Context: an optimization exercise on an open-source flow, tuned for small area, a short achievable clock period and few clock cycles per item. The choices shown serve that exercise and are no tape-out recipe. In this exercise RTL edits were held to simulation tests only and were not proved equivalent to the original. No activity file was given, so power comes from the tool's default toggle rates.

==> delta <==
==> flow/design.v <==
module snake_body_engine #(
   parameter int MAX_LEN  = 128,
   parameter int X_W      = 8,
   parameter int Y_W      = 7,
   parameter int GRID_W   = 160,
   parameter int GRID_H   = 120,
   parameter int INIT_LEN = 10,
   parameter int INIT_X   = 80,
   parameter int INIT_Y   = 60,
   localparam int LW      = $clog2(MAX_LEN + 1)
) (
   input  logic           clock,
   input  logic           resetn,
   input  logic           step,
   input  logic           dir_valid,
   input  logic [1:0]     dir_in,
   input  logic           grow_valid,
   input  logic [3:0]     grow_amt,
   input  logic [LW-1:0]  rd_idx,
   output logic [X_W-1:0] rd_x,
   output logic [Y_W-1:0] rd_y,
   output logic           rd_valid,
   output logic [X_W-1:0] head_x,
   output logic [Y_W-1:0] head_y,
   output logic [LW-1:0]  length,
   output logic           busy,
   output logic           step_done,
   output logic           endgame
);
   localparam int IW = $clog2(MAX_LEN);
   localparam logic [X_W-1:0] XM = X_W'(GRID_W - 1);
   localparam logic [Y_W-1:0] YM = Y_W'(GRID_H - 1);
   localparam int NC = (MAX_LEN - 1) / 2;   
   logic [X_W-1:0] seg_x [MAX_LEN];
   logic [Y_W-1:0] seg_y [MAX_LEN];
   logic [1:0] dir, dir_pend;
   logic [7:0] pending, sat;
   logic [8:0] sum;
   logic [X_W-1:0] nx, hx_n;       
   logic [Y_W-1:0] ny, hy_n;
   logic [1:0] dp_n;
   logic off, full, grows, hit, dead, acc, move, eq;
   logic [NC-1:0] cmp;
   assign head_x = seg_x[0];
   assign head_y = seg_y[0];
   assign busy = 1'b0;
   assign endgame = dead;
   always_comb begin
      sum = {1'b0, pending} + {5'b0, grow_valid ? grow_amt : 4'd0};
      sat = sum[8] ? 8'hff : sum[7:0];
      full = length == LW'(MAX_LEN);
      grows = !full && sat != 8'd0;
      cmp[0] = dir_pend == ~dir;
      for (int c = 1; c < NC; c++) begin
         eq = 1'b1;
         for (int b = 0; b < X_W; b++)
            if ((1 << b) < 2*c+3 && seg_x[2*c+1][b] != nx[b]) eq = 1'b0;
         for (int b = 1; b < Y_W; b++)
            if ((1 << b) < 2*c+3 && seg_y[2*c+1][b] != ny[b]) eq = 1'b0;
         cmp[c] = eq && (length > LW'(2*c+2) || (grows && length == LW'(2*c+2)));
      end
      hit = |cmp;
      acc = step && !dead;
      move = acc && !off;
      hx_n = move ? nx : seg_x[0];
      hy_n = move ? ny : seg_y[0];
      dp_n = !dead && dir_valid && dir_in != ~dir ? dir_in : dir_pend;
      rd_valid = rd_idx < length;
      rd_x = seg_x[rd_idx[IW-1:0]];
      rd_y = seg_y[rd_idx[IW-1:0]];
   end
   always_ff @(posedge clock) begin
      if (!resetn || move) begin
         seg_x[0] <= !resetn ? X_W'(INIT_X) : nx;
         seg_y[0] <= !resetn ? Y_W'(INIT_Y) : ny;
         for (int i = 1; i < MAX_LEN; i++) begin
            seg_x[i] <= !resetn && i < INIT_LEN ? X_W'(INIT_X - i) : seg_x[i-1];
            seg_y[i] <= !resetn && i < INIT_LEN ? Y_W'(INIT_Y) : seg_y[i-1];
         end
      end
   end
   always_ff @(posedge clock) begin
      if (!resetn) begin
         dir <= 2'b01;
         dir_pend <= 2'b01;
         nx <= X_W'(INIT_X + 1);
         ny <= Y_W'(INIT_Y);
         off <= 1'b0;
         length <= LW'(INIT_LEN);
         pending <= '0;
         step_done <= 1'b0;
         dead <= 1'b0;
      end else begin
         step_done <= move && !hit;
         if (!dead) begin
            nx <= dp_n == 2'b01 ? hx_n + X_W'(1) : dp_n == 2'b10 ? hx_n - X_W'(1) : hx_n;
            ny <= dp_n == 2'b11 ? hy_n + Y_W'(1) : dp_n == 2'b00 ? hy_n - Y_W'(1) : hy_n;
            off <= (dp_n == 2'b00 && hy_n == '0) || (dp_n == 2'b01 && hx_n == XM) ||
                   (dp_n == 2'b10 && hx_n == '0) || (dp_n == 2'b11 && hy_n == YM);
         end
         if (!dead) begin
            dir_pend <= dp_n;
            pending <= sat;
         end
         if (acc) begin
            dir <= dir_pend;
            if (off) dead <= 1'b1;
            else begin
               length <= length + (grows ? LW'(1) : '0);
               pending <= full ? '0 : grows ? sat - 8'd1 : sat;
               if (hit) dead <= 1'b1;
            end
         end
      end
   end
endmodule
==> flow/flow/run.sh <==
#!/bin/bash
cp standard.sh standard.sh.txt
export CTS_ARGS="-sink_clustering_enable -repair_clock_nets -dont_use_dummy_load"
bash standard.sh > standard.log 2>&1
==> flow/standard.sh <==
#!/bin/bash
# synth_recipe.tcl (not shown) runs the flow's synth.tcl, then flattens the netlist and writes it again
# the make line also repeats each setting of config.mk as NAME=value (left out here)
make -C /OpenROAD-flow-scripts/flow DESIGN_CONFIG=/design/flow/config.mk WORK_HOME=/design/flow/orfs CLKGATE_MAP_FILE= SYNTH_SCRIPT=/design/flow/synth_recipe.tcl "${@:-finish}"
==> flow/config.mk <==
export PLATFORM = sky130hd
export DESIGN_NAME = snake_body_engine
export DESIGN_NICKNAME = snake_body_engine
export VERILOG_FILES = /design/flow/design.v
export SDC_FILE = /design/flow/constraint.sdc
export NUM_CORES = 4
export LEC_CHECK = 0
export ABC_AREA = 1
export CAP_MARGIN = 40
export CORE_MARGIN = 2
export CORE_UTILIZATION = 45
export CTS_CLUSTER_DIAMETER = 120
export CTS_CLUSTER_SIZE = 40
export SETUP_SLACK_MARGIN = 4
export SLEW_MARGIN = 40
==> flow/constraint.sdc <==
create_clock -name core_clock -period 10.0 [get_ports {clock}]
set_input_delay 2.0000 -clock core_clock [delete_from_list [all_inputs] [get_ports {clock}]]
set_output_delay 2.0000 -clock core_clock [all_outputs]
set_load 0.01 [all_outputs]
==> indigo: changes against delta <==
==> flow/flow/run.sh (replaced) <==
#!/bin/bash
set -e
W=$PWD
cat > $W/flow_synth.tcl <<T
proc abc {args} {
  set i [lsearch -exact \$args -script]
  if {\$i >= 0} { set args [lreplace \$args \$i [expr {\$i + 1}] -script $W/flow/abc_map.script] }
  yosys abc {*}\$args
}
source $W/synth_recipe.tcl
T
export CTS_ARGS="-sink_clustering_enable -repair_clock_nets -dont_use_dummy_load -sink_clustering_size 25 -sink_clustering_max_diameter 60"
bash standard.sh SYNTH_SCRIPT=$W/flow_synth.tcl MATCH_CELL_FOOTPRINT=0 finish > standard.log 2>&1
==> flow/flow/abc_map.script (new file) <==
strash
&get -n
&fraig -x
&put
scorr
dc2
dretime
strash
&get -n
&dch -f
&nf
&put
--- a/flow/config.mk
+++ b/flow/config.mk
@@ -10,5 +10,4 @@
 export CORE_MARGIN = 2
-export CORE_UTILIZATION = 45
-export CTS_CLUSTER_DIAMETER = 120
-export CTS_CLUSTER_SIZE = 40
+export CORE_UTILIZATION = 50
+export PLACE_DENSITY = 0.7
 export SETUP_SLACK_MARGIN = 4
==> raven: changes against delta <==
==> flow/design.v, changed modules only <==
module snake_body_engine #(
   parameter int MAX_LEN  = 128,
   parameter int X_W      = 8,
   parameter int Y_W      = 7,
   parameter int GRID_W   = 160,
   parameter int GRID_H   = 120,
   parameter int INIT_LEN = 10,
   parameter int INIT_X   = 80,
   parameter int INIT_Y   = 60,
   localparam int LW      = $clog2(MAX_LEN + 1)
) (
   input  logic           clock,
   input  logic           resetn,
   input  logic           step,
   input  logic           dir_valid,
   input  logic [1:0]     dir_in,
   input  logic           grow_valid,
   input  logic [3:0]     grow_amt,
   input  logic [LW-1:0]  rd_idx,
   output logic [X_W-1:0] rd_x,
   output logic [Y_W-1:0] rd_y,
   output logic           rd_valid,
   output logic [X_W-1:0] head_x,
   output logic [Y_W-1:0] head_y,
   output logic [LW-1:0]  length,
   output logic           busy,
   output logic           step_done,
   output logic           endgame
);
   localparam int IW = $clog2(MAX_LEN);
   localparam logic [X_W-1:0] XM = X_W'(GRID_W - 1);
   localparam logic [Y_W-1:0] YM = Y_W'(GRID_H - 1);
   localparam int NC = (MAX_LEN - 1) / 2;   
   logic [X_W-1:0] seg_x [MAX_LEN];
   logic [Y_W-1:0] seg_y [MAX_LEN];
   logic [1:0] dir, dir_pend;
   logic [7:0] pending, sat;
   logic [8:0] sum;
   logic [X_W-1:0] nx;
   logic [Y_W-1:0] ny;
   logic off, full, grows, hit, dead, acc, move;
   logic [NC-1:0] cmp;
   assign head_x = seg_x[0];
   assign head_y = seg_y[0];
   assign busy = 1'b0;
   assign endgame = dead;
   always_comb begin
      sum = {1'b0, pending} + {5'b0, grow_valid ? grow_amt : 4'd0};
      sat = sum[8] ? 8'hff : sum[7:0];
      full = length == LW'(MAX_LEN);
      grows = !full && sat != 8'd0;
      off = (dir_pend == 2'b00 && seg_y[0] == '0) || (dir_pend == 2'b01 && seg_x[0] == XM) ||
            (dir_pend == 2'b10 && seg_x[0] == '0) || (dir_pend == 2'b11 && seg_y[0] == YM);
      nx = dir_pend == 2'b01 ? seg_x[0] + X_W'(1) :
           dir_pend == 2'b10 ? seg_x[0] - X_W'(1) : seg_x[0];
      ny = dir_pend == 2'b11 ? seg_y[0] + Y_W'(1) :
           dir_pend == 2'b00 ? seg_y[0] - Y_W'(1) : seg_y[0];
      for (int c = 0; c < NC; c++)
         cmp[c] = seg_x[2*c+1] == nx && seg_y[2*c+1] == ny &&
                  (length > LW'(2*c+2) || (grows && length == LW'(2*c+2)));
      hit = |cmp;
      acc = step && !dead;
      move = acc && !off;
      rd_valid = rd_idx < length;
      rd_x = seg_x[rd_idx[IW-1:0]];
      rd_y = seg_y[rd_idx[IW-1:0]];
   end
   always_ff @(posedge clock) begin
      if (!resetn || move) begin
         seg_x[0] <= !resetn ? X_W'(INIT_X) : nx;
         seg_y[0] <= !resetn ? Y_W'(INIT_Y) : ny;
         for (int i = 1; i < MAX_LEN; i++) begin
            seg_x[i] <= !resetn && i < INIT_LEN ? X_W'(INIT_X - i) : seg_x[i-1];
            seg_y[i] <= !resetn && i < INIT_LEN ? Y_W'(INIT_Y) : seg_y[i-1];
         end
      end
   end
   always_ff @(posedge clock) begin
      if (!resetn) begin
         dir <= 2'b01;
         dir_pend <= 2'b01;
         length <= LW'(INIT_LEN);
         pending <= '0;
         step_done <= 1'b0;
         dead <= 1'b0;
      end else begin
         step_done <= move && !hit;
         if (!dead) begin
            if (dir_valid && dir_in != ~dir) dir_pend <= dir_in;
            pending <= sat;
         end
         if (acc) begin
            dir <= dir_pend;
            if (off) dead <= 1'b1;
            else begin
               length <= length + (grows ? LW'(1) : '0);
               pending <= full ? '0 : grows ? sat - 8'd1 : sat;
               if (hit) dead <= 1'b1;
            end
         end
      end
   end
endmodule
==> flow/run.sh (new file) <==
#!/bin/bash
# synth_recipe.tcl (not shown) runs the flow's synth.tcl, then flattens the netlist and writes it again
# the make line also repeats each setting of config.mk as NAME=value (left out here)
make -C /OpenROAD-flow-scripts/flow DESIGN_CONFIG=/design/flow/config.mk WORK_HOME=/design/flow/orfs CLKGATE_MAP_FILE= SYNTH_SCRIPT=/design/flow/synth_recipe.tcl finish
--- a/flow/config.mk
+++ b/flow/config.mk
@@ -7,8 +7,5 @@
 export LEC_CHECK = 0
-export ABC_AREA = 1
 export CAP_MARGIN = 40
 export CORE_MARGIN = 2
-export CORE_UTILIZATION = 45
-export CTS_CLUSTER_DIAMETER = 120
-export CTS_CLUSTER_SIZE = 40
+export CORE_UTILIZATION = 50
 export SETUP_SLACK_MARGIN = 4
removed: flow/flow/run.sh
removed: flow/standard.sh
==> run notes <==
Run status: raven stopped before the end; indigo complete, no violations; delta complete, no violations
Failing step: raven 5_1_grt; indigo -; delta -
Per-cell routed wire length: raven -; indigo 54.3 um; delta 30.3 um
Worst min-delay path startpoint: raven -; indigo seg_y[102][5]; delta seg_x[90][6]
Final Hold Vio Count: raven -; indigo 0; delta 0
Final WL: raven -; indigo 421000 um; delta 306000 um
Time the final worst path needs with I/O delays and setup: raven -; indigo 7.93 ns; delta 7.46 ns
Worst Hold Margin: raven -; indigo 0.403 ns; delta 0.401 ns
Multi-input gates: raven -; indigo 2794; delta 4181
Gate power share: raven -; indigo 0.204; delta 0.204
Total of fill cells in the finished design: raven -; indigo 12000; delta 16300
Worst Hold Depth: raven -; indigo 0; delta 0
Setup slack of the worst register-to-register path: raven -; indigo 4.55 ns; delta 5.35 ns
Fmax achieved: raven -; indigo 0.126 GHz; delta 0.134 GHz
Largest area class, layout: raven -; indigo flip-flops and latches; delta flip-flops and latches
Worst-skew pair later-pin latency: raven -; indigo 0.82 ns; delta 0.86 ns
Worst setup path category: raven -; indigo in -> out; delta in -> out
Total chip power: raven -; indigo 0.0269 W; delta 0.0271 W
Via density per instance: raven -; indigo 8.09; delta 6.24
Final-layout clock-cell area share: raven -; indigo 0.0384; delta 0.0514
Clk pwr: raven -; indigo 0.00529 W; delta 0.00652 W
Count of buffering cells on the critical path with inverters included: raven -; indigo 7; delta 7
Count of TritonRoute iterations in the first routing pass: raven -; indigo 17; delta 7
Testbench counts of delta, summed over its fixed seeds: cycles 3,212, steps 3,200.
Testbench counts of indigo, summed over its fixed seeds: cycles 3,212, steps 3,200.
Testbench counts of raven, summed over its fixed seeds: cycles 3,212, steps 3,200.

## separate check: timing with driven ports
In the flow no input, the clock included, has a driving cell. The finished layouts below were timed again as built, in two steps.
Step 1 assumes that a clkbuf_16 drives the clock port and a buf_2 every other input.
Step 2, shift: input delay + t, output delay - t, t = (earliest + latest rising clock arrival at the registers) / 2. This alone moves slack from input paths to output paths.
Slacks: ideal / step 1 / step 2; pairs: ideal / step 1.
run	shift t [ns]	slack for setup (ns)	hold WS [ns]	slew at the worst register clock pin (ns)
delta	0.925	2.536 / 2.466 / 2.466	0.401 / 0.401 / 0.401	0.06 / 0.06
indigo	0.867	2.065 / 1.894 / 1.894	0.403 / 0.403 / 0.403	0.10 / 0.10
After both steps setup and hold are still met in every run listed. The setup slack of indigo, which loses most, moves by -0.171 ns with the drivers and by -0.171 ns with both steps.
